Context: an optimization exercise on an open-source flow, tuned for small area, a short achievable clock period and few clock cycles. The choices shown serve that exercise and are no tape-out recipe.
Only simulation tests tie the RTL to the original design; equivalence was not proved.

<file path="flow/flow/run.sh">
#!/bin/bash
set -euo pipefail
sed 's/SETUP_SLACK_MARGIN=[0-9.]*/SETUP_SLACK_MARGIN=5.8/' standard.sh > standard_margin.sh
grep -q 'SETUP_SLACK_MARGIN=5.8' standard_margin.sh
bash standard_margin.sh > standard_run.log 2>&1
</file>
<file path="flow/standard.sh">
#!/bin/bash
# synth_recipe.tcl (not shown) runs the flow's synth.tcl, then flattens the netlist and writes it again
# the make line also repeats each setting of config.mk as NAME=value (left out here)
make -C /OpenROAD-flow-scripts/flow DESIGN_CONFIG=/design/flow/config.mk WORK_HOME=/design/flow/orfs CLKGATE_MAP_FILE= SYNTH_SCRIPT=/design/flow/synth_recipe.tcl "${@:-finish}"
</file>
<file path="flow/config.mk">
export PLATFORM = sky130hd
export DESIGN_NAME = lms_weight_top
export DESIGN_NICKNAME = lms_weight_top
export VERILOG_FILES = /design/flow/design.v
export SDC_FILE = /design/flow/constraint.sdc
export NUM_CORES = 4
export LEC_CHECK = 0
export CAP_MARGIN = 20
export CORE_MARGIN = 2
export CORE_UTILIZATION = 40
export CTS_BUF_LIST = sky130_fd_sc_hd__clkbuf_8
export SETUP_SLACK_MARGIN = 5
export SLEW_MARGIN = 20
</file>
<file path="flow/constraint.sdc">
create_clock -name core_clock -period 10.0 [get_ports {clk}]
set_input_delay 2.0000 -clock core_clock [delete_from_list [all_inputs] [get_ports {clk}]]
set_output_delay 2.0000 -clock core_clock [all_outputs]
set_load 0.01 [all_outputs]
</file>
<file path="flow/design.v">
package lms_pkg;
    typedef logic signed [14-1:0] sample_t;
    typedef logic signed [16-1:0] weight_t;
    typedef logic signed [29-1:0] prod_t;
    typedef logic [5-1:0] tap_t;
    typedef enum logic [1:0] {
        UPD_IDLE  = 2'd0,
        UPD_MUL   = 2'd1,
        UPD_DIV   = 2'd2,
        UPD_WRITE = 2'd3
    } upd_state_t;
endpackage
`timescale 1ns/1ps
module lms_req_fifo #(
    parameter int DW = 63
) (
    input  logic          clk,
    input  logic          rstn,
    input  logic          push,
    input  logic [DW-1:0] push_data,
    input  logic          pop,
    output logic          head_valid,
    output logic [DW-1:0] head_data
);
    logic          v0, v1;
    logic [DW-1:0] data1;
    logic          ld0, ld1;
    assign head_valid = v0;
    assign ld0 = pop ? (v1 | push) : (!v0 & push);
    assign ld1 = pop ? (v1 & push) : (v0 & !v1 & push);
    always_ff @(posedge clk or negedge rstn)
    begin
        if (!rstn)
        begin
            v0 <= 1'b0;
            v1 <= 1'b0;
        end
        else
        begin
            if (pop)
            begin
                v0 <= v1 | push;
                v1 <= v1 & push;
            end
            else if (!v0)
                v0 <= push;
            else if (!v1)
                v1 <= push;
        end
    end
    always_ff @(posedge clk)
    begin
        if (ld0)
            head_data <= (pop && v1) ? data1 : push_data;
        if (ld1)
            data1 <= push_data;
    end
endmodule
`timescale 1ns/1ps
module lms_step_divider (
    input  logic                    clk,
    input  logic                    rstn,
    input  logic                    load,
    input  logic [26:0]             ld_a,
    input  logic [28:0]             ld_b,
    input  logic [3:0]              ld_cnt,
    input  logic                    ld_neg,
    input  logic                    res_ok,
    output logic                    free,
    output logic                    res_valid,
    output lms_pkg::weight_t        res_q,
    output logic                    res_neg,
    output logic                    idle_nx,
    output logic                    last_nx,
    output logic                    resv_nx
);
    logic        busy;
    logic        fin;
    logic [3:0]  cnt;
    logic [26:0] r;
    logic [28:0] b;
    logic [15:0] q;
    logic        neg;
    logic [29:0] h1, h2, h3;
    logic [30:0] d1, d2, d3;
    logic        ge1, ge2, ge3;
    logic [26:0] r_next;
    logic [15:0] q_next;
    logic        last;
    assign h1 = {2'b0, b[28:1]};
    assign h2 = {1'b0, b};
    assign h3 = {1'b0, b} + {2'b0, b[28:1]};
    assign d1 = {4'b0, r} - {1'b0, h1};
    assign d2 = {4'b0, r} - {1'b0, h2};
    assign d3 = {4'b0, r} - {1'b0, h3};
    assign ge1 = !d1[30];
    assign ge2 = !d2[30];
    assign ge3 = !d3[30];
    always_comb
    begin
        if (ge3)
        begin
            r_next = d3[26:0];
            q_next = {q[13:0], 2'd3};
        end
        else if (ge2)
        begin
            r_next = d2[26:0];
            q_next = {q[13:0], 2'd2};
        end
        else if (ge1)
        begin
            r_next = d1[26:0];
            q_next = {q[13:0], 2'd1};
        end
        else
        begin
            r_next = r;
            q_next = {q[13:0], 2'd0};
        end
    end
    logic last_r;
    assign last      = busy && last_r;
    assign res_valid = last || fin;
    assign res_q     = fin ? q : q_next;
    assign res_neg   = neg;
    assign free      = !(busy || fin) || (res_valid && res_ok);
    logic busy_nx, fin_nx, last_r_nx;
    always_comb
    begin
        busy_nx = busy;
        fin_nx  = fin;
        if (load)
        begin
            busy_nx = 1'b1;
            fin_nx  = 1'b0;
        end
        else if (last)
        begin
            busy_nx = 1'b0;
            fin_nx  = !res_ok;
        end
        else if (fin && res_ok)
            fin_nx = 1'b0;
        last_r_nx = load ? (ld_cnt == 4'd1) : (cnt == 4'd2);
    end
    assign idle_nx = !busy_nx && !fin_nx;
    assign last_nx = busy_nx && last_r_nx;
    assign resv_nx = last_nx || fin_nx;
    always_ff @(posedge clk or negedge rstn)
    begin
        if (!rstn)
        begin
            busy <= 1'b0;
            fin  <= 1'b0;
        end
        else
        begin
            busy <= busy_nx;
            fin  <= fin_nx;
        end
    end
    always_ff @(posedge clk)
    begin
        last_r <= last_r_nx;
        if (load)
        begin
            cnt    <= ld_cnt;
            r      <= ld_a;
            b      <= ld_b;
        end
        else
        begin
            cnt    <= cnt - 1'b1;
            r      <= r_next;
            b      <= b >> 2;
        end
    end
    always_ff @(posedge clk)
    begin
        if (load)
        begin
            q   <= '0;
            neg <= ld_neg;
        end
        else if (busy)
            q   <= q_next;
    end
endmodule
`timescale 1ns/1ps
module lms_weight_bank (
    input  logic              clk,
    input  logic              rstn,
    input  logic              wr_en,
    input  lms_pkg::tap_t     wr_tap,
    input  lms_pkg::weight_t  wr_data,
    input  lms_pkg::tap_t     cur_tap,
    input  lms_pkg::tap_t     rd_tap,
    output lms_pkg::weight_t  cur_weight,
    output lms_pkg::weight_t  rd_weight
);
    lms_pkg::weight_t     weights [32];
    logic [32-1:0] vld;
    assign cur_weight = vld[cur_tap] ? weights[cur_tap] : '0;
    always_ff @(posedge clk or negedge rstn)
    begin
        if (!rstn)
            vld <= '0;
        else if (wr_en)
            vld[wr_tap] <= 1'b1;
    end
    always_ff @(posedge clk)
    begin
        if (wr_en)
            weights[wr_tap] <= wr_data;
    end
    always_ff @(posedge clk)
    begin
        rd_weight <= vld[rd_tap] ? weights[rd_tap] : '0;
    end
endmodule
`timescale 1ns/1ps
module lms_update_ctrl #(
    parameter int CQ_N = 6
) (
    input  logic                     clk,
    input  logic                     rstn,
    input  logic                     req_valid,
    input  logic                     s_valid,
    input  lms_pkg::tap_t            s_tap,
    input  logic                     s_es,
    input  logic [13:0]              s_ea,
    input  logic                     s_fs,
    input  logic [13:0]              s_fa,
    input  logic                     s_ns,
    input  logic [26:0]              s_na,
    output logic                     s_pop,
    output logic                     credit_return,
    output logic                     d_load,
    output logic [26:0]              d_a,
    output logic [28:0]              d_b,
    output logic [3:0]               d_cnt,
    output logic                     d_neg,
    input  logic                     d_res_valid,
    input  lms_pkg::weight_t         d_res_q,
    input  logic                     d_res_neg,
    output logic                     d_res_ok,
    input  logic                     d_idle_nx,
    input  logic                     d_last_nx,
    input  logic                     d_resv_nx,
    input  lms_pkg::weight_t         cur_weight,
    output lms_pkg::tap_t            cur_tap,
    output logic                     wr_en,
    output lms_pkg::tap_t            wr_tap,
    output lms_pkg::weight_t         wr_data,
    output logic                     upd_done,
    output lms_pkg::tap_t            upd_tap
);
    function automatic logic [3:0] blen14(input logic [13:0] x);
        blen14 = '0;
        for (int i = 0; i < 14; i++)
            if (x[i]) blen14 = i + 1;
    endfunction
    function automatic logic [4:0] blen27(input logic [26:0] x);
        blen27 = '0;
        for (int i = 0; i < 27; i++)
            if (x[i]) blen27 = i + 1;
    endfunction
    logic [3:0]  le, lf;
    logic [4:0]  ln;
    logic [5:0]  lsum;
    logic [5:0]  kk;
    logic [3:0]  cyc;
    logic        zero;
    logic [27:0] mul_s, mul_c;
    lms_umul14 mul_i (
        .a (s_ea),
        .b (s_fa),
        .s (mul_s),
        .c (mul_c)
    );
    assign le   = blen14(s_ea);
    assign lf   = blen14(s_fa);
    assign ln   = blen27(s_na);
    assign lsum = {2'b0, le} + {2'b0, lf};
    assign kk   = lsum + 6'd2 - {1'b0, ln};
    assign cyc  = kk[4:1];
    assign zero = (le == 4'd0) || (lf == 4'd0) || (ln == 5'd0) || ({1'b0, ln} > lsum);
    logic               p_valid;
    logic               p_zero;
    lms_pkg::tap_t      p_tap;
    logic               p_neg;
    logic [27:0]        p_ps;
    logic [27:0]        p_pc;
    logic [26:0]        p_na;
    logic [3:0]         p_cyc;
    logic [4:0]         p_top;    
    logic               p_odd;    
    logic p_go;
    logic d_free;
    logic p_go_nx;
    logic d_free_nx;
    logic p_zero_nx;
    logic upd_done_nx;
    logic res_ok_nx;
    logic cq_space;
    assign s_pop = s_valid && (!p_valid || p_go);
    assign p_valid_nx = s_pop || (p_valid && !p_go);
    always_ff @(posedge clk or negedge rstn)
    begin
        if (!rstn)
            p_valid <= 1'b0;
        else
            p_valid <= p_valid_nx;
    end
    always_ff @(posedge clk)
    begin
        if (s_pop)
        begin
            p_zero <= zero;
            p_tap  <= s_tap;
            p_neg  <= s_es ^ s_fs ^ s_ns;
            p_ps   <= mul_s;
            p_pc   <= mul_c;
            p_na   <= s_na;
            p_cyc  <= cyc;
            p_top  <= lsum[4:0] - 5'd1;
            p_odd  <= !kk[0];
        end
    end
    logic [27:0] p_mag;
    logic [26:0] p_a;
    logic [28:0] p_b;
    assign p_mag = p_ps + p_pc;
    assign p_a   = p_mag[26:0];
    assign p_b   = {1'b0, p_na, 1'b0} << {p_cyc - 4'd1, 1'b0};
    logic p_trim;
    assign p_trim = p_odd && (p_cyc != 4'd1) && !p_mag[p_top];
    logic        m_valid;
    logic [26:0] m_a;
    logic [28:0] m_b;
    logic [3:0]  m_cyc;
    logic        m_neg;
    logic ld_m, ld_p, p_to_m;
    assign ld_m   = d_free && m_valid;
    assign ld_p   = d_free && !m_valid && p_valid && !p_zero && cq_space;
    assign p_to_m = p_go && !p_zero && !ld_p;
    assign m_valid_nx = p_to_m || (m_valid && !ld_m);
    always_ff @(posedge clk or negedge rstn)
    begin
        if (!rstn)
            m_valid <= 1'b0;
        else
            m_valid <= m_valid_nx;
    end
    always_ff @(posedge clk)
    begin
        if (p_to_m)
        begin
            m_a   <= p_a;
            m_b   <= p_trim ? (p_b >> 2) : p_b;
            m_cyc <= p_trim ? (p_cyc - 4'd1) : p_cyc;
            m_neg <= p_neg;
        end
    end
    assign d_load = ld_m || ld_p;
    assign d_a    = m_valid ? m_a   : p_a;
    assign d_b    = m_valid ? m_b   : p_b;
    assign d_cnt  = m_valid ? m_cyc : p_cyc;
    assign d_neg  = m_valid ? m_neg : p_neg;
    logic [1:0] owed;      
    logic [1:0] held;      
    logic [1:0] owed_nx;
    logic [1:0] held_nx;
    logic       pf_nx;
    logic       cr_nx;
    logic       p_valid_nx;
    logic       m_valid_nx;
    logic [CQ_N-1:0] cq_v_nx;
    logic [1:0] rr_v_nx;
    assign owed_nx = owed + {1'b0, req_valid} - {1'b0, credit_return};
    assign held_nx = held + {1'b0, req_valid} - {1'b0, p_go};
    assign pf_nx   = p_go_nx;
    assign cr_nx   = (owed_nx != 2'd0) && ((held_nx <= owed_nx) || (pf_nx && (held_nx == owed_nx + 2'd1)));
    always_ff @(posedge clk or negedge rstn)
    begin
        if (!rstn)
        begin
            owed          <= '0;
            held          <= '0;
            credit_return <= 1'b0;
        end
        else
        begin
            owed          <= owed_nx;
            held          <= held_nx;
            credit_return <= cr_nx;
        end
    end
    logic [1:0]       rr_v;
    logic [1:0][15:0] rr_q;
    logic [1:0]       rr_neg;
    logic             rr_take;
    logic             rr_put;
    logic [CQ_N-1:0]      cq_v;
    logic [CQ_N-1:0]      cq_div;
    logic [CQ_N-1:0][4:0] cq_tap;
    logic                 cq_pop;
    logic cq_div0_nx;
    assign upd_tap  = cq_tap[0];
    assign cq_pop   = upd_done;
    assign cq_space = !cq_v[CQ_N-1] || cq_pop;
    logic [CQ_N-1:0] cq_nv;    
    logic [CQ_N-1:0] cq_pv;    
    logic [CQ_N-1:0] cq_ins;   
    always_comb
    begin
        for (int i = 0; i < CQ_N; i++)
        begin
            cq_nv[i]  = cq_pop ? ((i + 1 < CQ_N) ? cq_v[(i + 1 < CQ_N) ? i + 1 : i] : 1'b0) : cq_v[i];
            cq_pv[i]  = (i == 0) ? 1'b1 : (cq_pop ? cq_v[i] : cq_v[(i > 0) ? i - 1 : 0]);
            cq_ins[i] = p_go && cq_pv[i] && !cq_nv[i];
        end
    end
    assign cq_v_nx    = cq_nv | cq_ins;
    assign upd_done_nx = cq_v_nx[0] && (!cq_div0_nx || rr_v_nx[0]);
    assign res_ok_nx   = !rr_v_nx[1] || (upd_done_nx && cq_div0_nx);
    assign d_free_nx   = d_idle_nx || (d_resv_nx && res_ok_nx);
    assign p_zero_nx   = s_pop ? zero : p_zero;
    assign p_go_nx     = p_valid_nx && (!cq_v_nx[CQ_N-1] || upd_done_nx) &&
                         (p_zero_nx || !m_valid_nx || d_free_nx);
    always_ff @(posedge clk or negedge rstn)
    begin
        if (!rstn)
        begin
            p_go   <= 1'b0;
            d_free <= 1'b1;
        end
        else
        begin
            p_go   <= p_go_nx;
            d_free <= d_free_nx;
        end
    end
    assign cq_div0_nx = cq_ins[0] ? !p_zero : (cq_pop ? cq_div[(CQ_N > 1) ? 1 : 0] : cq_div[0]);
    always_ff @(posedge clk or negedge rstn)
    begin
        if (!rstn)
        begin
            cq_v     <= '0;
            upd_done <= 1'b0;
        end
        else
        begin
            cq_v     <= cq_v_nx;
            upd_done <= upd_done_nx;
        end
    end
    always_ff @(posedge clk)
    begin
        for (int i = 0; i < CQ_N; i++)
        begin
            if (cq_ins[i])
            begin
                cq_tap[i] <= p_tap;
                cq_div[i] <= !p_zero;
            end
            else if (cq_pop)
            begin
                cq_tap[i] <= cq_tap[(i + 1 < CQ_N) ? i + 1 : i];
                cq_div[i] <= cq_div[(i + 1 < CQ_N) ? i + 1 : i];
            end
        end
    end
    assign rr_take  = upd_done && cq_div[0];
    assign d_res_ok = !rr_v[1] || rr_take;
    assign rr_put   = d_res_valid && d_res_ok;
    always_comb
    begin
        case ({rr_put, rr_take})
            2'b10:   rr_v_nx = {rr_v[0], 1'b1};
            2'b01:   rr_v_nx = {1'b0, rr_v[1]};
            default: rr_v_nx = rr_v;
        endcase
    end
    always_ff @(posedge clk or negedge rstn)
    begin
        if (!rstn)
            rr_v <= '0;
        else
            rr_v <= rr_v_nx;
    end
    always_ff @(posedge clk)
    begin
        if (rr_take)
        begin
            rr_q[0]   <= rr_v[1] ? rr_q[1] : d_res_q;
            rr_neg[0] <= rr_v[1] ? rr_neg[1] : d_res_neg;
        end
        else if (rr_put && !rr_v[0])
        begin
            rr_q[0]   <= d_res_q;
            rr_neg[0] <= d_res_neg;
        end
        if (rr_put && (rr_take ? rr_v[1] : rr_v[0]))
        begin
            rr_q[1]   <= d_res_q;
            rr_neg[1] <= d_res_neg;
        end
    end
    lms_pkg::tap_t    next_tap;
    lms_pkg::weight_t cw;
    logic [1:0][4:0] cq_tap_nx;
    always_comb
    begin
        for (int i = 0; i < 2; i++)
            cq_tap_nx[i] = cq_ins[i] ? p_tap : (cq_pop ? cq_tap[i + 1] : cq_tap[i]);
    end
    always_ff @(posedge clk)
    begin
        next_tap <= upd_done_nx ? cq_tap_nx[1] : cq_tap_nx[0];
    end
    assign cur_tap  = next_tap;
    always_ff @(posedge clk)
    begin
        if (wr_en && (wr_tap == next_tap))
            cw <= wr_data;
        else
            cw <= cur_weight;
    end
    assign wr_en   = rr_take;
    assign wr_tap  = cq_tap[0];
    assign wr_data = cw + (rr_q[0] ^ {16{rr_neg[0]}}) + {15'd0, rr_neg[0]};
endmodule
module lms_umul14 (
    input  logic [13:0] a,
    input  logic [13:0] b,
    output logic [27:0] s,
    output logic [27:0] c
);
    logic t1, t2, t3, t4, t5, t6, t7, t8, t9, t10, t11, t12, t13, t14, t15, t16, t17, t18, t19, t20, t21, t22, t23, t24, t25, t26, t27, t28, t29, t30, t31, t32, t33, t34, t35, t36, t37, t38, t39, t40, t41, t42, t43, t44, t45, t46, t47, t48, t49, t50, t51, t52, t53, t54, t55, t56, t57, t58, t59, t60, t61, t62, t63, t64, t65, t66, t67, t68, t69, t70, t71, t72, t73, t74, t75, t76, t77, t78, t79, t80, t81, t82, t83, t84, t85, t86, t87, t88, t89, t90, t91, t92, t93, t94, t95, t96, t97, t98, t99, t100, t101, t102, t103, t104, t105, t106, t107, t108, t109, t110, t111, t112, t113, t114, t115, t116, t117, t118, t119, t120, t121, t122, t123, t124, t125, t126, t127, t128, t129, t130, t131, t132, t133, t134, t135, t136, t137, t138, t139, t140, t141, t142, t143, t144, t145, t146, t147, t148, t149, t150, t151, t152, t153, t154, t155, t156, t157, t158, t159, t160, t161, t162, t163, t164, t165, t166, t167, t168, t169, t170, t171, t172, t173, t174, t175, t176, t177, t178, t179, t180, t181, t182, t183, t184, t185, t186, t187, t188, t189, t190, t191, t192, t193, t194, t195, t196, t197, t198, t199, t200, t201, t202, t203, t204, t205, t206, t207, t208, t209, t210, t211, t212, t213, t214, t215, t216, t217, t218, t219, t220, t221, t222, t223, t224, t225, t226, t227, t228, t229, t230, t231, t232, t233, t234, t235, t236, t237, t238, t239, t240, t241, t242, t243, t244, t245, t246, t247, t248, t249, t250, t251, t252, t253, t254, t255, t256, t257, t258, t259, t260, t261, t262, t263, t264, t265, t266, t267, t268, t269, t270, t271, t272, t273, t274, t275, t276, t277, t278, t279, t280, t281, t282, t283, t284, t285, t286, t287, t288, t289, t290, t291, t292, t293, t294, t295, t296, t297, t298, t299, t300, t301, t302, t303, t304, t305, t306, t307, t308, t309, t310, t311, t312, t313, t314, t315, t316, t317, t318, t319, t320, t321, t322, t323, t324, t325, t326, t327, t328, t329, t330, t331, t332, t333, t334, t335, t336, t337, t338, t339, t340, t341, t342, t343, t344, t345, t346, t347, t348, t349, t350, t351, t352, t353, t354, t355, t356, t357, t358, t359, t360, t361, t362, t363, t364, t365, t366, t367, t368, t369, t370, t371, t372, t373, t374, t375, t376, t377, t378, t379, t380, t381, t382, t383, t384, t385, t386, t387, t388, t389, t390, t391, t392, t393, t394, t395, t396, t397, t398, t399, t400, t401, t402, t403, t404, t405, t406, t407, t408, t409, t410, t411, t412, t413, t414, t415, t416, t417, t418, t419, t420, t421, t422, t423, t424, t425, t426, t427, t428, t429, t430, t431, t432, t433, t434, t435, t436, t437, t438, t439, t440, t441, t442, t443, t444, t445, t446, t447, t448, t449, t450, t451, t452, t453, t454, t455, t456, t457, t458, t459, t460, t461, t462, t463, t464, t465, t466, t467, t468, t469, t470, t471, t472, t473, t474, t475, t476, t477, t478, t479, t480, t481, t482, t483, t484, t485, t486, t487, t488, t489, t490, t491, t492, t493, t494, t495, t496, t497, t498, t499, t500, t501, t502, t503, t504, t505, t506, t507, t508;
    assign t1 = (a[0] & b[0]);
    assign t2 = (a[0] & b[1]);
    assign t3 = (a[1] & b[0]);
    assign t4 = (a[0] & b[2]);
    assign t5 = (a[1] & b[1]);
    assign t6 = (a[2] & b[0]);
    assign t7 = (a[0] & b[3]);
    assign t8 = (a[1] & b[2]);
    assign t9 = (a[2] & b[1]);
    assign t10 = (a[3] & b[0]);
    assign t11 = (a[0] & b[4]);
    assign t12 = (a[1] & b[3]);
    assign t13 = (a[2] & b[2]);
    assign t14 = (a[3] & b[1]);
    assign t15 = (a[4] & b[0]);
    assign t16 = (a[0] & b[5]);
    assign t17 = (a[1] & b[4]);
    assign t18 = (a[2] & b[3]);
    assign t19 = (a[3] & b[2]);
    assign t20 = (a[4] & b[1]);
    assign t21 = (a[5] & b[0]);
    assign t22 = (a[0] & b[6]);
    assign t23 = (a[1] & b[5]);
    assign t24 = (a[2] & b[4]);
    assign t25 = (a[3] & b[3]);
    assign t26 = (a[4] & b[2]);
    assign t27 = (a[5] & b[1]);
    assign t28 = (a[6] & b[0]);
    assign t29 = (a[0] & b[7]);
    assign t30 = (a[1] & b[6]);
    assign t31 = (a[2] & b[5]);
    assign t32 = (a[3] & b[4]);
    assign t33 = (a[4] & b[3]);
    assign t34 = (a[5] & b[2]);
    assign t35 = (a[6] & b[1]);
    assign t36 = (a[7] & b[0]);
    assign t37 = (a[0] & b[8]);
    assign t38 = (a[1] & b[7]);
    assign t39 = (a[2] & b[6]);
    assign t40 = (a[3] & b[5]);
    assign t41 = (a[4] & b[4]);
    assign t42 = (a[5] & b[3]);
    assign t43 = (a[6] & b[2]);
    assign t44 = (a[7] & b[1]);
    assign t45 = (a[8] & b[0]);
    assign t46 = (a[0] & b[9]);
    assign t47 = (a[1] & b[8]);
    assign t48 = (a[2] & b[7]);
    assign t49 = (a[3] & b[6]);
    assign t50 = (a[4] & b[5]);
    assign t51 = (a[5] & b[4]);
    assign t52 = (a[6] & b[3]);
    assign t53 = (a[7] & b[2]);
    assign t54 = (a[8] & b[1]);
    assign t55 = (a[9] & b[0]);
    assign t56 = (a[0] & b[10]);
    assign t57 = (a[1] & b[9]);
    assign t58 = (a[2] & b[8]);
    assign t59 = (a[3] & b[7]);
    assign t60 = (a[4] & b[6]);
    assign t61 = (a[5] & b[5]);
    assign t62 = (a[6] & b[4]);
    assign t63 = (a[7] & b[3]);
    assign t64 = (a[8] & b[2]);
    assign t65 = (a[9] & b[1]);
    assign t66 = (a[10] & b[0]);
    assign t67 = (a[0] & b[11]);
    assign t68 = (a[1] & b[10]);
    assign t69 = (a[2] & b[9]);
    assign t70 = (a[3] & b[8]);
    assign t71 = (a[4] & b[7]);
    assign t72 = (a[5] & b[6]);
    assign t73 = (a[6] & b[5]);
    assign t74 = (a[7] & b[4]);
    assign t75 = (a[8] & b[3]);
    assign t76 = (a[9] & b[2]);
    assign t77 = (a[10] & b[1]);
    assign t78 = (a[11] & b[0]);
    assign t79 = (a[0] & b[12]);
    assign t80 = (a[1] & b[11]);
    assign t81 = (a[2] & b[10]);
    assign t82 = (a[3] & b[9]);
    assign t83 = (a[4] & b[8]);
    assign t84 = (a[5] & b[7]);
    assign t85 = (a[6] & b[6]);
    assign t86 = (a[7] & b[5]);
    assign t87 = (a[8] & b[4]);
    assign t88 = (a[9] & b[3]);
    assign t89 = (a[10] & b[2]);
    assign t90 = (a[11] & b[1]);
    assign t91 = (a[12] & b[0]);
    assign t92 = (a[0] & b[13]);
    assign t93 = (a[1] & b[12]);
    assign t94 = (a[2] & b[11]);
    assign t95 = (a[3] & b[10]);
    assign t96 = (a[4] & b[9]);
    assign t97 = (a[5] & b[8]);
    assign t98 = (a[6] & b[7]);
    assign t99 = (a[7] & b[6]);
    assign t100 = (a[8] & b[5]);
    assign t101 = (a[9] & b[4]);
    assign t102 = (a[10] & b[3]);
    assign t103 = (a[11] & b[2]);
    assign t104 = (a[12] & b[1]);
    assign t105 = (a[13] & b[0]);
    assign t106 = (a[1] & b[13]);
    assign t107 = (a[2] & b[12]);
    assign t108 = (a[3] & b[11]);
    assign t109 = (a[4] & b[10]);
    assign t110 = (a[5] & b[9]);
    assign t111 = (a[6] & b[8]);
    assign t112 = (a[7] & b[7]);
    assign t113 = (a[8] & b[6]);
    assign t114 = (a[9] & b[5]);
    assign t115 = (a[10] & b[4]);
    assign t116 = (a[11] & b[3]);
    assign t117 = (a[12] & b[2]);
    assign t118 = (a[13] & b[1]);
    assign t119 = (a[2] & b[13]);
    assign t120 = (a[3] & b[12]);
    assign t121 = (a[4] & b[11]);
    assign t122 = (a[5] & b[10]);
    assign t123 = (a[6] & b[9]);
    assign t124 = (a[7] & b[8]);
    assign t125 = (a[8] & b[7]);
    assign t126 = (a[9] & b[6]);
    assign t127 = (a[10] & b[5]);
    assign t128 = (a[11] & b[4]);
    assign t129 = (a[12] & b[3]);
    assign t130 = (a[13] & b[2]);
    assign t131 = (a[3] & b[13]);
    assign t132 = (a[4] & b[12]);
    assign t133 = (a[5] & b[11]);
    assign t134 = (a[6] & b[10]);
    assign t135 = (a[7] & b[9]);
    assign t136 = (a[8] & b[8]);
    assign t137 = (a[9] & b[7]);
    assign t138 = (a[10] & b[6]);
    assign t139 = (a[11] & b[5]);
    assign t140 = (a[12] & b[4]);
    assign t141 = (a[13] & b[3]);
    assign t142 = (a[4] & b[13]);
    assign t143 = (a[5] & b[12]);
    assign t144 = (a[6] & b[11]);
    assign t145 = (a[7] & b[10]);
    assign t146 = (a[8] & b[9]);
    assign t147 = (a[9] & b[8]);
    assign t148 = (a[10] & b[7]);
    assign t149 = (a[11] & b[6]);
    assign t150 = (a[12] & b[5]);
    assign t151 = (a[13] & b[4]);
    assign t152 = (a[5] & b[13]);
    assign t153 = (a[6] & b[12]);
    assign t154 = (a[7] & b[11]);
    assign t155 = (a[8] & b[10]);
    assign t156 = (a[9] & b[9]);
    assign t157 = (a[10] & b[8]);
    assign t158 = (a[11] & b[7]);
    assign t159 = (a[12] & b[6]);
    assign t160 = (a[13] & b[5]);
    assign t161 = (a[6] & b[13]);
    assign t162 = (a[7] & b[12]);
    assign t163 = (a[8] & b[11]);
    assign t164 = (a[9] & b[10]);
    assign t165 = (a[10] & b[9]);
    assign t166 = (a[11] & b[8]);
    assign t167 = (a[12] & b[7]);
    assign t168 = (a[13] & b[6]);
    assign t169 = (a[7] & b[13]);
    assign t170 = (a[8] & b[12]);
    assign t171 = (a[9] & b[11]);
    assign t172 = (a[10] & b[10]);
    assign t173 = (a[11] & b[9]);
    assign t174 = (a[12] & b[8]);
    assign t175 = (a[13] & b[7]);
    assign t176 = (a[8] & b[13]);
    assign t177 = (a[9] & b[12]);
    assign t178 = (a[10] & b[11]);
    assign t179 = (a[11] & b[10]);
    assign t180 = (a[12] & b[9]);
    assign t181 = (a[13] & b[8]);
    assign t182 = (a[9] & b[13]);
    assign t183 = (a[10] & b[12]);
    assign t184 = (a[11] & b[11]);
    assign t185 = (a[12] & b[10]);
    assign t186 = (a[13] & b[9]);
    assign t187 = (a[10] & b[13]);
    assign t188 = (a[11] & b[12]);
    assign t189 = (a[12] & b[11]);
    assign t190 = (a[13] & b[10]);
    assign t191 = (a[11] & b[13]);
    assign t192 = (a[12] & b[12]);
    assign t193 = (a[13] & b[11]);
    assign t194 = (a[12] & b[13]);
    assign t195 = (a[13] & b[12]);
    assign t196 = (a[13] & b[13]);
    assign t197 = t92 ^ t93;
    assign t198 = t92 & t93;
    assign t199 = t106 ^ t107;
    assign t200 = t106 & t107;
    assign t201 = t46 ^ t47;
    assign t202 = t46 & t47;
    assign t203 = t56 ^ t57 ^ t58;
    assign t204 = (t56 & t57) | (t56 & t58) | (t57 & t58);
    assign t205 = t59 ^ t60;
    assign t206 = t59 & t60;
    assign t207 = t67 ^ t68 ^ t69;
    assign t208 = (t67 & t68) | (t67 & t69) | (t68 & t69);
    assign t209 = t70 ^ t71 ^ t72;
    assign t210 = (t70 & t71) | (t70 & t72) | (t71 & t72);
    assign t211 = t73 ^ t74;
    assign t212 = t73 & t74;
    assign t213 = t79 ^ t80 ^ t81;
    assign t214 = (t79 & t80) | (t79 & t81) | (t80 & t81);
    assign t215 = t82 ^ t83 ^ t84;
    assign t216 = (t82 & t83) | (t82 & t84) | (t83 & t84);
    assign t217 = t85 ^ t86 ^ t87;
    assign t218 = (t85 & t86) | (t85 & t87) | (t86 & t87);
    assign t219 = t88 ^ t89;
    assign t220 = t88 & t89;
    assign t221 = t197 ^ t94 ^ t95;
    assign t222 = (t197 & t94) | (t197 & t95) | (t94 & t95);
    assign t223 = t96 ^ t97 ^ t98;
    assign t224 = (t96 & t97) | (t96 & t98) | (t97 & t98);
    assign t225 = t99 ^ t100 ^ t101;
    assign t226 = (t99 & t100) | (t99 & t101) | (t100 & t101);
    assign t227 = t102 ^ t103 ^ t104;
    assign t228 = (t102 & t103) | (t102 & t104) | (t103 & t104);
    assign t229 = t199 ^ t108 ^ t109;
    assign t230 = (t199 & t108) | (t199 & t109) | (t108 & t109);
    assign t231 = t110 ^ t111 ^ t112;
    assign t232 = (t110 & t111) | (t110 & t112) | (t111 & t112);
    assign t233 = t113 ^ t114 ^ t115;
    assign t234 = (t113 & t114) | (t113 & t115) | (t114 & t115);
    assign t235 = t116 ^ t117 ^ t118;
    assign t236 = (t116 & t117) | (t116 & t118) | (t117 & t118);
    assign t237 = t119 ^ t120 ^ t121;
    assign t238 = (t119 & t120) | (t119 & t121) | (t120 & t121);
    assign t239 = t122 ^ t123 ^ t124;
    assign t240 = (t122 & t123) | (t122 & t124) | (t123 & t124);
    assign t241 = t125 ^ t126 ^ t127;
    assign t242 = (t125 & t126) | (t125 & t127) | (t126 & t127);
    assign t243 = t128 ^ t129 ^ t130;
    assign t244 = (t128 & t129) | (t128 & t130) | (t129 & t130);
    assign t245 = t131 ^ t132 ^ t133;
    assign t246 = (t131 & t132) | (t131 & t133) | (t132 & t133);
    assign t247 = t134 ^ t135 ^ t136;
    assign t248 = (t134 & t135) | (t134 & t136) | (t135 & t136);
    assign t249 = t137 ^ t138 ^ t139;
    assign t250 = (t137 & t138) | (t137 & t139) | (t138 & t139);
    assign t251 = t142 ^ t143 ^ t144;
    assign t252 = (t142 & t143) | (t142 & t144) | (t143 & t144);
    assign t253 = t145 ^ t146 ^ t147;
    assign t254 = (t145 & t146) | (t145 & t147) | (t146 & t147);
    assign t255 = t152 ^ t153 ^ t154;
    assign t256 = (t152 & t153) | (t152 & t154) | (t153 & t154);
    assign t257 = t22 ^ t23;
    assign t258 = t22 & t23;
    assign t259 = t29 ^ t30 ^ t31;
    assign t260 = (t29 & t30) | (t29 & t31) | (t30 & t31);
    assign t261 = t32 ^ t33;
    assign t262 = t32 & t33;
    assign t263 = t37 ^ t38 ^ t39;
    assign t264 = (t37 & t38) | (t37 & t39) | (t38 & t39);
    assign t265 = t40 ^ t41 ^ t42;
    assign t266 = (t40 & t41) | (t40 & t42) | (t41 & t42);
    assign t267 = t43 ^ t44;
    assign t268 = t43 & t44;
    assign t269 = t201 ^ t48 ^ t49;
    assign t270 = (t201 & t48) | (t201 & t49) | (t48 & t49);
    assign t271 = t50 ^ t51 ^ t52;
    assign t272 = (t50 & t51) | (t50 & t52) | (t51 & t52);
    assign t273 = t53 ^ t54 ^ t55;
    assign t274 = (t53 & t54) | (t53 & t55) | (t54 & t55);
    assign t275 = t203 ^ t205 ^ t61;
    assign t276 = (t203 & t205) | (t203 & t61) | (t205 & t61);
    assign t277 = t62 ^ t63 ^ t64;
    assign t278 = (t62 & t63) | (t62 & t64) | (t63 & t64);
    assign t279 = t65 ^ t66 ^ t202;
    assign t280 = (t65 & t66) | (t65 & t202) | (t66 & t202);
    assign t281 = t207 ^ t209 ^ t211;
    assign t282 = (t207 & t209) | (t207 & t211) | (t209 & t211);
    assign t283 = t75 ^ t76 ^ t77;
    assign t284 = (t75 & t76) | (t75 & t77) | (t76 & t77);
    assign t285 = t78 ^ t204 ^ t206;
    assign t286 = (t78 & t204) | (t78 & t206) | (t204 & t206);
    assign t287 = t213 ^ t215 ^ t217;
    assign t288 = (t213 & t215) | (t213 & t217) | (t215 & t217);
    assign t289 = t219 ^ t90 ^ t91;
    assign t290 = (t219 & t90) | (t219 & t91) | (t90 & t91);
    assign t291 = t208 ^ t210 ^ t212;
    assign t292 = (t208 & t210) | (t208 & t212) | (t210 & t212);
    assign t293 = t221 ^ t223 ^ t225;
    assign t294 = (t221 & t223) | (t221 & t225) | (t223 & t225);
    assign t295 = t227 ^ t105 ^ t214;
    assign t296 = (t227 & t105) | (t227 & t214) | (t105 & t214);
    assign t297 = t216 ^ t218 ^ t220;
    assign t298 = (t216 & t218) | (t216 & t220) | (t218 & t220);
    assign t299 = t229 ^ t231 ^ t233;
    assign t300 = (t229 & t231) | (t229 & t233) | (t231 & t233);
    assign t301 = t235 ^ t198 ^ t222;
    assign t302 = (t235 & t198) | (t235 & t222) | (t198 & t222);
    assign t303 = t224 ^ t226 ^ t228;
    assign t304 = (t224 & t226) | (t224 & t228) | (t226 & t228);
    assign t305 = t237 ^ t239 ^ t241;
    assign t306 = (t237 & t239) | (t237 & t241) | (t239 & t241);
    assign t307 = t243 ^ t200 ^ t230;
    assign t308 = (t243 & t200) | (t243 & t230) | (t200 & t230);
    assign t309 = t232 ^ t234 ^ t236;
    assign t310 = (t232 & t234) | (t232 & t236) | (t234 & t236);
    assign t311 = t245 ^ t247 ^ t249;
    assign t312 = (t245 & t247) | (t245 & t249) | (t247 & t249);
    assign t313 = t140 ^ t141 ^ t238;
    assign t314 = (t140 & t141) | (t140 & t238) | (t141 & t238);
    assign t315 = t240 ^ t242 ^ t244;
    assign t316 = (t240 & t242) | (t240 & t244) | (t242 & t244);
    assign t317 = t251 ^ t253 ^ t148;
    assign t318 = (t251 & t253) | (t251 & t148) | (t253 & t148);
    assign t319 = t149 ^ t150 ^ t151;
    assign t320 = (t149 & t150) | (t149 & t151) | (t150 & t151);
    assign t321 = t246 ^ t248 ^ t250;
    assign t322 = (t246 & t248) | (t246 & t250) | (t248 & t250);
    assign t323 = t255 ^ t155 ^ t156;
    assign t324 = (t255 & t155) | (t255 & t156) | (t155 & t156);
    assign t325 = t157 ^ t158 ^ t159;
    assign t326 = (t157 & t158) | (t157 & t159) | (t158 & t159);
    assign t327 = t160 ^ t252 ^ t254;
    assign t328 = (t160 & t252) | (t160 & t254) | (t252 & t254);
    assign t329 = t161 ^ t162 ^ t163;
    assign t330 = (t161 & t162) | (t161 & t163) | (t162 & t163);
    assign t331 = t164 ^ t165 ^ t166;
    assign t332 = (t164 & t165) | (t164 & t166) | (t165 & t166);
    assign t333 = t167 ^ t168 ^ t256;
    assign t334 = (t167 & t168) | (t167 & t256) | (t168 & t256);
    assign t335 = t169 ^ t170 ^ t171;
    assign t336 = (t169 & t170) | (t169 & t171) | (t170 & t171);
    assign t337 = t172 ^ t173 ^ t174;
    assign t338 = (t172 & t173) | (t172 & t174) | (t173 & t174);
    assign t339 = t176 ^ t177 ^ t178;
    assign t340 = (t176 & t177) | (t176 & t178) | (t177 & t178);
    assign t341 = t11 ^ t12;
    assign t342 = t11 & t12;
    assign t343 = t16 ^ t17 ^ t18;
    assign t344 = (t16 & t17) | (t16 & t18) | (t17 & t18);
    assign t345 = t19 ^ t20;
    assign t346 = t19 & t20;
    assign t347 = t257 ^ t24 ^ t25;
    assign t348 = (t257 & t24) | (t257 & t25) | (t24 & t25);
    assign t349 = t26 ^ t27 ^ t28;
    assign t350 = (t26 & t27) | (t26 & t28) | (t27 & t28);
    assign t351 = t259 ^ t261 ^ t34;
    assign t352 = (t259 & t261) | (t259 & t34) | (t261 & t34);
    assign t353 = t35 ^ t36 ^ t258;
    assign t354 = (t35 & t36) | (t35 & t258) | (t36 & t258);
    assign t355 = t263 ^ t265 ^ t267;
    assign t356 = (t263 & t265) | (t263 & t267) | (t265 & t267);
    assign t357 = t45 ^ t260 ^ t262;
    assign t358 = (t45 & t260) | (t45 & t262) | (t260 & t262);
    assign t359 = t269 ^ t271 ^ t273;
    assign t360 = (t269 & t271) | (t269 & t273) | (t271 & t273);
    assign t361 = t264 ^ t266 ^ t268;
    assign t362 = (t264 & t266) | (t264 & t268) | (t266 & t268);
    assign t363 = t275 ^ t277 ^ t279;
    assign t364 = (t275 & t277) | (t275 & t279) | (t277 & t279);
    assign t365 = t270 ^ t272 ^ t274;
    assign t366 = (t270 & t272) | (t270 & t274) | (t272 & t274);
    assign t367 = t281 ^ t283 ^ t285;
    assign t368 = (t281 & t283) | (t281 & t285) | (t283 & t285);
    assign t369 = t276 ^ t278 ^ t280;
    assign t370 = (t276 & t278) | (t276 & t280) | (t278 & t280);
    assign t371 = t287 ^ t289 ^ t291;
    assign t372 = (t287 & t289) | (t287 & t291) | (t289 & t291);
    assign t373 = t282 ^ t284 ^ t286;
    assign t374 = (t282 & t284) | (t282 & t286) | (t284 & t286);
    assign t375 = t293 ^ t295 ^ t297;
    assign t376 = (t293 & t295) | (t293 & t297) | (t295 & t297);
    assign t377 = t288 ^ t290 ^ t292;
    assign t378 = (t288 & t290) | (t288 & t292) | (t290 & t292);
    assign t379 = t299 ^ t301 ^ t303;
    assign t380 = (t299 & t301) | (t299 & t303) | (t301 & t303);
    assign t381 = t294 ^ t296 ^ t298;
    assign t382 = (t294 & t296) | (t294 & t298) | (t296 & t298);
    assign t383 = t305 ^ t307 ^ t309;
    assign t384 = (t305 & t307) | (t305 & t309) | (t307 & t309);
    assign t385 = t300 ^ t302 ^ t304;
    assign t386 = (t300 & t302) | (t300 & t304) | (t302 & t304);
    assign t387 = t311 ^ t313 ^ t315;
    assign t388 = (t311 & t313) | (t311 & t315) | (t313 & t315);
    assign t389 = t306 ^ t308 ^ t310;
    assign t390 = (t306 & t308) | (t306 & t310) | (t308 & t310);
    assign t391 = t317 ^ t319 ^ t321;
    assign t392 = (t317 & t319) | (t317 & t321) | (t319 & t321);
    assign t393 = t312 ^ t314 ^ t316;
    assign t394 = (t312 & t314) | (t312 & t316) | (t314 & t316);
    assign t395 = t323 ^ t325 ^ t327;
    assign t396 = (t323 & t325) | (t323 & t327) | (t325 & t327);
    assign t397 = t318 ^ t320 ^ t322;
    assign t398 = (t318 & t320) | (t318 & t322) | (t320 & t322);
    assign t399 = t329 ^ t331 ^ t333;
    assign t400 = (t329 & t331) | (t329 & t333) | (t331 & t333);
    assign t401 = t324 ^ t326 ^ t328;
    assign t402 = (t324 & t326) | (t324 & t328) | (t326 & t328);
    assign t403 = t335 ^ t337 ^ t175;
    assign t404 = (t335 & t337) | (t335 & t175) | (t337 & t175);
    assign t405 = t330 ^ t332 ^ t334;
    assign t406 = (t330 & t332) | (t330 & t334) | (t332 & t334);
    assign t407 = t339 ^ t179 ^ t180;
    assign t408 = (t339 & t179) | (t339 & t180) | (t179 & t180);
    assign t409 = t181 ^ t336 ^ t338;
    assign t410 = (t181 & t336) | (t181 & t338) | (t336 & t338);
    assign t411 = t182 ^ t183 ^ t184;
    assign t412 = (t182 & t183) | (t182 & t184) | (t183 & t184);
    assign t413 = t185 ^ t186 ^ t340;
    assign t414 = (t185 & t186) | (t185 & t340) | (t186 & t340);
    assign t415 = t187 ^ t188 ^ t189;
    assign t416 = (t187 & t188) | (t187 & t189) | (t188 & t189);
    assign t417 = t7 ^ t8;
    assign t418 = t7 & t8;
    assign t419 = t341 ^ t13 ^ t14;
    assign t420 = (t341 & t13) | (t341 & t14) | (t13 & t14);
    assign t421 = t343 ^ t345 ^ t21;
    assign t422 = (t343 & t345) | (t343 & t21) | (t345 & t21);
    assign t423 = t347 ^ t349 ^ t344;
    assign t424 = (t347 & t349) | (t347 & t344) | (t349 & t344);
    assign t425 = t351 ^ t353 ^ t348;
    assign t426 = (t351 & t353) | (t351 & t348) | (t353 & t348);
    assign t427 = t355 ^ t357 ^ t352;
    assign t428 = (t355 & t357) | (t355 & t352) | (t357 & t352);
    assign t429 = t359 ^ t361 ^ t356;
    assign t430 = (t359 & t361) | (t359 & t356) | (t361 & t356);
    assign t431 = t363 ^ t365 ^ t360;
    assign t432 = (t363 & t365) | (t363 & t360) | (t365 & t360);
    assign t433 = t367 ^ t369 ^ t364;
    assign t434 = (t367 & t369) | (t367 & t364) | (t369 & t364);
    assign t435 = t371 ^ t373 ^ t368;
    assign t436 = (t371 & t373) | (t371 & t368) | (t373 & t368);
    assign t437 = t375 ^ t377 ^ t372;
    assign t438 = (t375 & t377) | (t375 & t372) | (t377 & t372);
    assign t439 = t379 ^ t381 ^ t376;
    assign t440 = (t379 & t381) | (t379 & t376) | (t381 & t376);
    assign t441 = t383 ^ t385 ^ t380;
    assign t442 = (t383 & t385) | (t383 & t380) | (t385 & t380);
    assign t443 = t387 ^ t389 ^ t384;
    assign t444 = (t387 & t389) | (t387 & t384) | (t389 & t384);
    assign t445 = t391 ^ t393 ^ t388;
    assign t446 = (t391 & t393) | (t391 & t388) | (t393 & t388);
    assign t447 = t395 ^ t397 ^ t392;
    assign t448 = (t395 & t397) | (t395 & t392) | (t397 & t392);
    assign t449 = t399 ^ t401 ^ t396;
    assign t450 = (t399 & t401) | (t399 & t396) | (t401 & t396);
    assign t451 = t403 ^ t405 ^ t400;
    assign t452 = (t403 & t405) | (t403 & t400) | (t405 & t400);
    assign t453 = t407 ^ t409 ^ t404;
    assign t454 = (t407 & t409) | (t407 & t404) | (t409 & t404);
    assign t455 = t411 ^ t413 ^ t408;
    assign t456 = (t411 & t413) | (t411 & t408) | (t413 & t408);
    assign t457 = t415 ^ t190 ^ t412;
    assign t458 = (t415 & t190) | (t415 & t412) | (t190 & t412);
    assign t459 = t191 ^ t192 ^ t193;
    assign t460 = (t191 & t192) | (t191 & t193) | (t192 & t193);
    assign t461 = t4 ^ t5;
    assign t462 = t4 & t5;
    assign t463 = t417 ^ t9 ^ t10;
    assign t464 = (t417 & t9) | (t417 & t10) | (t9 & t10);
    assign t465 = t419 ^ t15 ^ t418;
    assign t466 = (t419 & t15) | (t419 & t418) | (t15 & t418);
    assign t467 = t421 ^ t342 ^ t420;
    assign t468 = (t421 & t342) | (t421 & t420) | (t342 & t420);
    assign t469 = t423 ^ t346 ^ t422;
    assign t470 = (t423 & t346) | (t423 & t422) | (t346 & t422);
    assign t471 = t425 ^ t350 ^ t424;
    assign t472 = (t425 & t350) | (t425 & t424) | (t350 & t424);
    assign t473 = t427 ^ t354 ^ t426;
    assign t474 = (t427 & t354) | (t427 & t426) | (t354 & t426);
    assign t475 = t429 ^ t358 ^ t428;
    assign t476 = (t429 & t358) | (t429 & t428) | (t358 & t428);
    assign t477 = t431 ^ t362 ^ t430;
    assign t478 = (t431 & t362) | (t431 & t430) | (t362 & t430);
    assign t479 = t433 ^ t366 ^ t432;
    assign t480 = (t433 & t366) | (t433 & t432) | (t366 & t432);
    assign t481 = t435 ^ t370 ^ t434;
    assign t482 = (t435 & t370) | (t435 & t434) | (t370 & t434);
    assign t483 = t437 ^ t374 ^ t436;
    assign t484 = (t437 & t374) | (t437 & t436) | (t374 & t436);
    assign t485 = t439 ^ t378 ^ t438;
    assign t486 = (t439 & t378) | (t439 & t438) | (t378 & t438);
    assign t487 = t441 ^ t382 ^ t440;
    assign t488 = (t441 & t382) | (t441 & t440) | (t382 & t440);
    assign t489 = t443 ^ t386 ^ t442;
    assign t490 = (t443 & t386) | (t443 & t442) | (t386 & t442);
    assign t491 = t445 ^ t390 ^ t444;
    assign t492 = (t445 & t390) | (t445 & t444) | (t390 & t444);
    assign t493 = t447 ^ t394 ^ t446;
    assign t494 = (t447 & t394) | (t447 & t446) | (t394 & t446);
    assign t495 = t449 ^ t398 ^ t448;
    assign t496 = (t449 & t398) | (t449 & t448) | (t398 & t448);
    assign t497 = t451 ^ t402 ^ t450;
    assign t498 = (t451 & t402) | (t451 & t450) | (t402 & t450);
    assign t499 = t453 ^ t406 ^ t452;
    assign t500 = (t453 & t406) | (t453 & t452) | (t406 & t452);
    assign t501 = t455 ^ t410 ^ t454;
    assign t502 = (t455 & t410) | (t455 & t454) | (t410 & t454);
    assign t503 = t457 ^ t414 ^ t456;
    assign t504 = (t457 & t414) | (t457 & t456) | (t414 & t456);
    assign t505 = t459 ^ t416 ^ t458;
    assign t506 = (t459 & t416) | (t459 & t458) | (t416 & t458);
    assign t507 = t194 ^ t195 ^ t460;
    assign t508 = (t194 & t195) | (t194 & t460) | (t195 & t460);
    assign s = {1'b0, t196, t507, t505, t503, t501, t499, t497, t495, t493, t491, t489, t487, t485, t483, t481, t479, t477, t475, t473, t471, t469, t467, t465, t463, t461, t2, t1};
    assign c = {1'b0, t508, t506, t504, t502, t500, t498, t496, t494, t492, t490, t488, t486, t484, t482, t480, t478, t476, t474, t472, t470, t468, t466, t464, t462, t6, t3, 1'b0};
endmodule
`timescale 1ns/1ps
module lms_weight_top (
    input  logic                     clk,
    input  logic                     rstn,
    input  logic                     req_valid,
    input  lms_pkg::tap_t            req_tap,
    input  lms_pkg::sample_t         req_err,
    input  lms_pkg::sample_t         req_ref,
    input  logic [32-1:0]  req_power,
    input  lms_pkg::tap_t            rd_tap,
    output logic                     credit_return,
    output logic                     upd_done,
    output lms_pkg::tap_t            upd_tap,
    output lms_pkg::weight_t         rd_weight
);
    logic                     s_valid;
    logic                     s_pop;
    logic [62:0]              push_data;
    logic [62:0]              s_data;
    logic [13:0]              req_ea, req_fa;
    logic [26:0]              req_na;
    logic [26:0]              req_nrm;
    assign req_nrm   = req_power[32-1:5];
    assign req_ea    = req_err[13] ? -req_err : req_err;
    assign req_fa    = req_ref[13] ? -req_ref : req_ref;
    assign req_na    = req_nrm[26] ? -req_nrm : req_nrm;
    assign push_data = {req_tap, req_err[13], req_ea, req_ref[13], req_fa, req_nrm[26], req_na};
    logic                     d_load;
    logic [26:0]              d_a;
    logic [28:0]              d_b;
    logic [3:0]               d_cnt;
    logic                     d_neg;
    logic                     d_free;
    logic                     d_res_valid;
    lms_pkg::weight_t         d_res_q;
    logic                     d_res_neg;
    logic                     d_res_ok;
    logic                     d_idle_nx;
    logic                     d_last_nx;
    logic                     d_resv_nx;
    lms_pkg::tap_t            cur_tap;
    lms_pkg::weight_t         cur_weight;
    logic                     wr_en;
    lms_pkg::tap_t            wr_tap;
    lms_pkg::weight_t         wr_data;
    lms_req_fifo #(.DW(63)) fifo_i (
        .clk        (clk),
        .rstn       (rstn),
        .push       (req_valid),
        .push_data  (push_data),
        .pop        (s_pop),
        .head_valid (s_valid),
        .head_data  (s_data)
    );
    lms_update_ctrl ctrl_i (
        .clk           (clk),
        .rstn          (rstn),
        .req_valid     (req_valid),
        .s_valid       (s_valid),
        .s_tap         (s_data[62:58]),
        .s_es          (s_data[57]),
        .s_ea          (s_data[56:43]),
        .s_fs          (s_data[42]),
        .s_fa          (s_data[41:28]),
        .s_ns          (s_data[27]),
        .s_na          (s_data[26:0]),
        .s_pop         (s_pop),
        .credit_return (credit_return),
        .d_load        (d_load),
        .d_a           (d_a),
        .d_b           (d_b),
        .d_cnt         (d_cnt),
        .d_neg         (d_neg),
        .d_res_valid   (d_res_valid),
        .d_res_q       (d_res_q),
        .d_res_neg     (d_res_neg),
        .d_res_ok      (d_res_ok),
        .d_idle_nx     (d_idle_nx),
        .d_last_nx     (d_last_nx),
        .d_resv_nx     (d_resv_nx),
        .cur_weight    (cur_weight),
        .cur_tap       (cur_tap),
        .wr_en         (wr_en),
        .wr_tap        (wr_tap),
        .wr_data       (wr_data),
        .upd_done      (upd_done),
        .upd_tap       (upd_tap)
    );
    lms_step_divider div_i (
        .clk       (clk),
        .rstn      (rstn),
        .load      (d_load),
        .ld_a      (d_a),
        .ld_b      (d_b),
        .ld_cnt    (d_cnt),
        .ld_neg    (d_neg),
        .res_ok    (d_res_ok),
        .free      (),
        .res_valid (d_res_valid),
        .res_q     (d_res_q),
        .res_neg   (d_res_neg),
        .idle_nx   (d_idle_nx),
        .last_nx   (d_last_nx),
        .resv_nx   (d_resv_nx)
    );
    lms_weight_bank bank_i (
        .clk        (clk),
        .rstn       (rstn),
        .wr_en      (wr_en),
        .wr_tap     (wr_tap),
        .wr_data    (wr_data),
        .cur_tap    (cur_tap),
        .rd_tap     (rd_tap),
        .cur_weight (cur_weight),
        .rd_weight  (rd_weight)
    );
endmodule
</file>
==> metrics.cfg, run 1 <==
[synth]
synth_mux_area_share_pct = 16.3
synth-seq-cells = 1035
synth_top_family_by_area = multiplexers
synthTopCellsByArea = edfxtp_1, mux4_2, fa_1
ys_warn_count = 4
synth-xor-area-share_pct = 2.80
synth-compound-area-share_pct = 8.25
synth_seq_area_share_pct = 50.9
syn_inst = 4407
synth_nets = 4831
ys_types = 97
synthAdderAreaFrac_pct = 9.76
synth_edf_count = 882
syn_avg_cell_area_sq_um = 13.3
synth_simple_gate_area_share_pct = 8.78
netlist_area_sq_um = 58600
synthFlopType = edfxtp_1
synthArstFlopShare_pct = 5.22
synth_top_cell_by_area = edfxtp_1
synth_top_area_share_pct = 45.2

[global_routing]
grt_use_total_pct = 19.2
grt_pass1_wl_microns = 222000
grt_max_degree = 93
overflow = 0
antenna_found_initial = 1
grt_pass1_vias = 37600

[floorplanning]
die_h_microns = 387
dieArea_sq_um = 149000
io_pins = 96
dieWidth_microns = 387
initial_utilization_pct = 40.2
core_sq_um = 146000
num_rows = 140

[drt]
drc = 0
vias_per_cell = 5.53
dr.pass1.iters = 7
vias = 36800
drt_iter0_markers = 2893
wl_per_cell_microns = 21.6
postRouteWirelength_microns = 144000
ant_nets = 0

[cells_and_area]
final_cell_mix = edfxtp_1, nor2_1, mux4_2, inv_1, nand2_1
final_nets = 5016
drive_gt1_share_pct = 20.2
area_growth_pct = 13.2
final_common_cell = edfxtp_1

[cts]
cts.sinks = 1035
ctsHoldBuffers = 0
clock_path_buffers = 3
cts-buffers-inserted = 175
cts_tree = yes
clkSlewWorstSetupHoldPaths_ns = 0.06
clock-root-buffer = clkbuf_8
htreeDepth = 4
clkLatencyLatePin_ns = 0.92

[critical_path]
crit_path_max_incr_delay_ns = 0.53
slowest_stage = fa_2
crit_type = reg2reg
worst-path-max-fanout = 2
arrival_ns = 4.81
crit_buf_inv = 7
path_cells = buf_6 -> buf_4 -> buf_8 -> and2_1 -> ha_1 -> inv_1 -> fa_1 -> inv_2 -> fa_1 -> inv_1 -> fa_2 -> inv_1 -> fa_2 -> fa_2
start_kind = register
cp-end-kind = register
cp_top_family = adder cells
cp_data_required_time_ns = 10.57

[timing]
rsz0062_at_grt = true
slew_headroom_pct = 29.1
tightest_slew_ns = 1.06
slew_violations = 0
setup_ws_ns = 5.76
hold_viol = 0
period_needed_ns = 4.24
fin_skew_ns = 0.0801
finalSetupTns_ns = 0
setup_viol = 0
max_freq_mhz = 236
fin_crit_sh_pct = 42.4

[placement]
hpwl_microns = 91300
portBuffers = 90
gp_congestion = 0.833
place_ws_ns = 4.90

[outcome]
outcome = timing/DRC/antenna clean

[run]
cap_violations = 0

[min_path]
worstHoldPathType = reg2reg

-- metal layers --
layer,GRT usage (%),wire (microns),up-vias
met3,2.93,8870,266
met2,31.2,68600,1228
li1,-,-,16900
met4,6.92,4560,0
met1,26.2,62000,18400
met5,0,0,-
-- timing repair --
action,in CTS,in global routing
cloned,2,1
gates resized for setup,41,56
setup buffers,41,19
setup endpoints to repair,140,135
pin swaps,18,44
-- state kept, by name, indices dropped and copies added, names as in the netlist, 6 cells and up --
register,flops
fifo_i.data1,63
ctrl_i.p_pc,26
div_i.b,29
bank_i.vld,32
ctrl_i.p_ps,27
ctrl_i.p_na,27
ctrl_i.cq_v,6
ctrl_i.cw,16
ctrl_i.m_a,27
ctrl_i.cq_div,6
div_i.q,16
fifo_i.head_data,63
bank_i.weights,512
ctrl_i.m_b,29
div_i.r,27
ctrl_i.cq_tap,30
ctrl_i.rr_q,32
bank_i.rd_weight,16
-- stage by stage --
step           area (sq um)  utilization, %  cells  hold slack, ns
4_1_cts               65900            45.3   6639           0.422
3_5_place_dp          61900            42.5   6267           0.407
3_3_place_gp          61900            42.5   6267           0.403
2_1_floorplan         58600               -   4407           0.400
5_1_grt               66300            45.6   6662           0.428
6_report              66300            45.6   6662           0.419
-- cell type report --
type | instances | area, sq um
Clock inverter | 127 | 768
Timing Repair inverter | 1 | 5.00
Inverter | 260 | 988
Antenna cell | 1 | 2.50
Timing Repair Buffer | 228 | 2050
Multi-Input combinational cell | 2891 | 27500
Sequential cell | 1035 | 29800
Clock buffer | 202 | 2780
Tap cell | 1917 | 2400
Fill cell | 13000 | 79300
-- synthesized netlist by cell type (all sizes together) (9+ instances only) --
master,n
edfxtp,882
clkbuf,171
o21a,26
nor2,425
dfrtp,53
xnor2,117
nand4,14
nand3,32
o31a,12
a31oi,23
a21oi,181
dfxtp,99
o41ai,11
xor2,70
nor3,49
mux4,342
a21o,68
nor2b,18
a22oi,14
o22ai,15
and3,17
o2bb2ai,13
nand2,278
nand2b,32
nor3b,9
o21ai,163
ha,175
inv,259
o21bai,28
and2,160
o31ai,19
o211ai,23
buf,52
fa,176
or3,22
mux2i,125
nor4,20
a211oi,58
mux2,54
-- final timing paths --
path,cells past startpoint,slack (ns),start,end
min reg2reg,0,0.42,fifo_i.head_data[62],ctrl_i.p_tap[4]
min,0,0.42,fifo_i.head_data[62],ctrl_i.p_tap[4]
max reg2reg,14,5.76,fifo_i.head_data[45],ctrl_i.p_ps[14]
min in group asynchronous,2,1.27,rstn,bank_i.vld[19]
max in group asynchronous,2,8.13,rstn,ctrl_i.m_valid
max,14,5.76,fifo_i.head_data[45],ctrl_i.p_ps[14]
-- cells by family (layout without fill, tap and decap cells) --
group | count (synthesis) | count (layout)
flip-flops | 1035 | 1035
AND/OR/NAND/NOR | 1106 | 1108
buffers and inverters | 483 | 818
multiplexers | 521 | 521
AO/OA/AOI/OAI | 724 | 724
adder cells (fa/ha/maj) | 351 | 351
XOR/XNOR | 187 | 187
other | 0 | 1
Testbench counts, summed over its fixed seeds: cycles 4,328.
==> run 2, diff against run 1 <==
--- a/flow/config.mk
+++ b/flow/config.mk
@@ -7,7 +7,8 @@
 export LEC_CHECK = 0
 export CAP_MARGIN = 20
 export CORE_MARGIN = 2
-export CORE_UTILIZATION = 40
+export CORE_UTILIZATION = 50
 export CTS_BUF_LIST = sky130_fd_sc_hd__clkbuf_8
+export CTS_CLUSTER_SIZE = 30
 export SETUP_SLACK_MARGIN = 5
 export SLEW_MARGIN = 20
==> run 2 against run 1 <==
Critical endpoint is now ctrl_i.p_ps[13]. Still clean on timing, DRC and antenna. Via count is 0.61% higher. Fmax is 1.4% lower. Clock skew is 0.026 ns lower. Highest routed layer is now met5.
==> metrics.cfg, run 2 <==
[cts]
clkSlewWorstSetupHoldPaths_ns = 0.06  ; about the same
cts-buffers-inserted = 174  ; -0.57%
cts_tree = yes
cts.sinks = 1035  ; unchanged
clock_path_buffers = 3  ; unchanged
htreeDepth = 4  ; unchanged
clkLatencyLatePin_ns = 0.90  ; -0.02 ns
clock-root-buffer = clkbuf_8

[placement]
dp_cells = 5869  ; -6.4%
portBuffers = 90  ; unchanged
place_ws_ns = 4.75  ; -0.150 ns
post_dp_cell_area_sq_um = 61400  ; -0.82%
gp_congestion = 0.839  ; +0.70%
hpwl_microns = 93500  ; +2.4%

[synth]
synth_most_common_cell = edfxtp_1
ys_warn_count = 4  ; unchanged
synthAdderAreaFrac_pct = 9.76  ; unchanged
synthTopCellsByArea = edfxtp_1, mux4_2, fa_1
synth-compound-area-share_pct = 8.25  ; unchanged
synth_top_family_by_area = multiplexers
synth_simple_gate_area_share_pct = 8.78  ; unchanged
synth_mux_area_share_pct = 16.3  ; unchanged
syn_inst = 4407  ; unchanged
netlist_area_sq_um = 58600  ; unchanged
synthFlopType = edfxtp_1
synth_top_area_share_pct = 45.2  ; unchanged
synth_nets = 4831  ; unchanged
synth_seq_area_share_pct = 50.9  ; unchanged
synth_top_cell_by_area = edfxtp_1
synth_edf_count = 882  ; unchanged
synth-seq-cells = 1035  ; unchanged
synth-xor-area-share_pct = 2.80  ; unchanged
syn_avg_cell_area_sq_um = 13.3  ; unchanged
synth_commonest_cells = edfxtp_1, nor2_1, mux4_2
ys_types = 97  ; unchanged
synthArstFlopShare_pct = 5.22  ; unchanged

[drt]
ant_nets = 0  ; unchanged
vias = 37100  ; +0.61%
drc = 0  ; unchanged
drt_iter0_markers = 3319  ; +15%
wl_per_cell_microns = 23.3  ; +7.8%
vias_per_cell = 5.92  ; +7.1%
postRouteWirelength_microns = 146000  ; +1.3%
dr.pass1.iters = 5  ; -2

[timing]
fin_crit_sh_pct = 43.0  ; +0.61 points
rsz0062_at_grt = true
period_needed_ns = 4.30  ; +0.0610 ns
tightest_slew_ns = 1.05  ; -0.0156 ns
setup_viol = 0  ; unchanged
slew_violations = 0  ; unchanged
slew_headroom_pct = 30.2  ; +1.0 points
max_freq_mhz = 232  ; -1.4%
whs_ns = 0.417  ; -0.00180 ns
hold_viol = 0  ; unchanged
finalSetupTns_ns = 0  ; unchanged
fin_skew_ns = 0.0541  ; -0.0260 ns
setup_ws_ns = 5.70  ; -0.0610 ns

[floorplanning]
core_sq_um = 116000  ; -20%
dieArea_sq_um = 120000  ; -20%
io_pins = 96  ; unchanged
num_rows = 125  ; -11%
die_h_microns = 346  ; -10%
initial_utilization_pct = 50.4  ; +10 points
dieWidth_microns = 346  ; -10%

[critical_path]
path_cells = buf_4 -> buf_6 -> buf_6 -> and2_1 -> ha_1 -> inv_1 -> fa_1 -> inv_1 -> fa_1 -> inv_1 -> fa_1 -> inv_1 -> fa_2 -> fa_1
crit_path_max_incr_delay_ns = 0.53  ; about the same
crit_type = reg2reg
start_kind = register
arrival_ns = 4.89  ; +0.08 ns
slowest_stage = fa_1
cp-end-kind = register
cp_data_required_time_ns = 10.59  ; +0.02 ns
crit_buf_inv = 7  ; unchanged
cp_top_family = adder cells
worst-path-max-fanout = 11  ; +9

[global_routing]
overflow = 0  ; unchanged
grt_pass1_wl_microns = 225000  ; +1.3%
grt_max_degree = 93  ; unchanged
grt_use_total_pct = 24.6  ; +5.4 points
grt_pass1_vias = 37400  ; -0.54%
antenna_found_initial = 3  ; +2

[cells_and_area]
area_growth_pct = 12.6
final_cell_mix = edfxtp_1, nor2_1, mux4_2, inv_1, nand2_1
regMostFlops = bank_i.weights
reg.largest.list = bank_i.weights: 512 flops, fifo_i.data1: 63 flops, fifo_i.head_data: 63 flops
post-route-cell-area_sq_um = 65900  ; -0.56%
instances_no_fill = 6260  ; -6.0%
drive_gt1_share_pct = 19.9  ; -0.28 points
final_nets = 5009  ; -0.14%
final_common_cell = edfxtp_1
largest_reg_flops = 512  ; unchanged

[outcome]
outcome = timing/DRC/antenna clean

[min_path]
worstHoldPathType = reg2reg

[run]
cap_violations = 0  ; unchanged

## run 2: cell counts after synthesis
Identical to the previous run, type by type.
## run 2: per-layer routing
layer	up-vias	wire (microns)	GRT usage (%)
li1	16900	-	-
met1	18700	67700	37.3
met2	1246	64300	36.2
met3	234	10300	4.45
met4	4	3610	7.83
met5	-	28	0
## run 2: final cells by class
| cell class | count | area, sq um |
|---|---|---|
| Inverter | 260 | 987 |
| Multi-Input combinational cell | 2891 | 27500 |
| Sequential cell | 1035 | 29800 |
| Timing Repair Buffer | 223 | 2010 |
| Clock inverter | 123 | 905 |
| Fill cell | 9446 | 50300 |
| Antenna cell | 1 | 2.50 |
| Tap cell | 1524 | 1910 |
| Clock buffer | 203 | 2790 |
## run 2: kinds of logic (layout without fill, tap and decap cells)
group | Yosys count | after routing
xor gates and xnor gates | 187 | 187
muxes | 521 | 521
DFF | 1035 | 1035
other | 0 | 1
AOI/OAI and AO/OA | 724 | 724
adders and majority gates | 351 | 351
buffers and inverters | 483 | 809
and+or+nand+nor | 1106 | 1108
## run 2: final timing paths
check                                     start              end  slack (ns)  cells past startpoint
max                        fifo_i.head_data[44]  ctrl_i.p_ps[13]        5.70                     14
min                        fifo_i.head_data[60]  ctrl_i.p_tap[2]        0.42                      0
max reg2reg                fifo_i.head_data[44]  ctrl_i.p_ps[13]        5.70                     14
min reg2reg                fifo_i.head_data[60]  ctrl_i.p_tap[2]        0.42                      0
max in group asynchronous                  rstn   ctrl_i.m_valid        8.18                      2
min in group asynchronous                  rstn    bank_i.vld[6]        1.26                      2
## run 2: what timing repair did
item	in CTS	in global routing
setup endpoints to repair	110	126
setup buffers	41	21
hold endpoints to repair	0	0
hold buffers	0	0
pin swaps	19	25
resized for setup	47	32
cloned	2	0
## run 2: stage by stage
step                utilization (%)
detailed placement             52.8
global placement               52.8
floorplan                         -
global route                   56.7
finish                         56.7
CTS                            56.4
## run 2: worst reg2reg max path: stages (launching register included)
cell,delay [ns]
edfxtp_1,0.44
buf_4,0.16
buf_6,0.10
buf_6,0.14
and2_1,0.16
ha_1,0.26
inv_1,0.05
fa_1,0.53
inv_1,0.05
fa_1,0.53
inv_1,0.05
fa_1,0.53
inv_1,0.05
fa_2,0.53
fa_1,0.45

==> static timing again, ports no longer ideal <==
In the flow no input, the clock included, has a driving cell. The finished layouts below were timed again as built, in two steps. Step 1 sets driving cells, clkbuf_16 on the clock port and buf_2 on the other inputs (assumed; they add their load-dependent delay and slew). Step 2, shift: input delay + t, output delay - t, t = (earliest + latest rising clock arrival at the registers) / 2. This alone moves slack from input paths to output paths. Slacks: ideal / step 1 / step 2; pairs: ideal / step 1.
run | t (ns) | setup WS [ns] | worst setup path at the end | worst data-port slew with drivers (ns)
run 1 | 0.948 | 5.760 / 5.760 / 5.023 | input to register | 0.05
run 2 | 0.933 | 5.699 / 5.699 / 4.945 | input to register | 0.06
After both steps setup and hold are still met in every run listed. The setup slack of run 2, which loses most, moves by 0.000 ns with the drivers and by -0.754 ns with both steps.
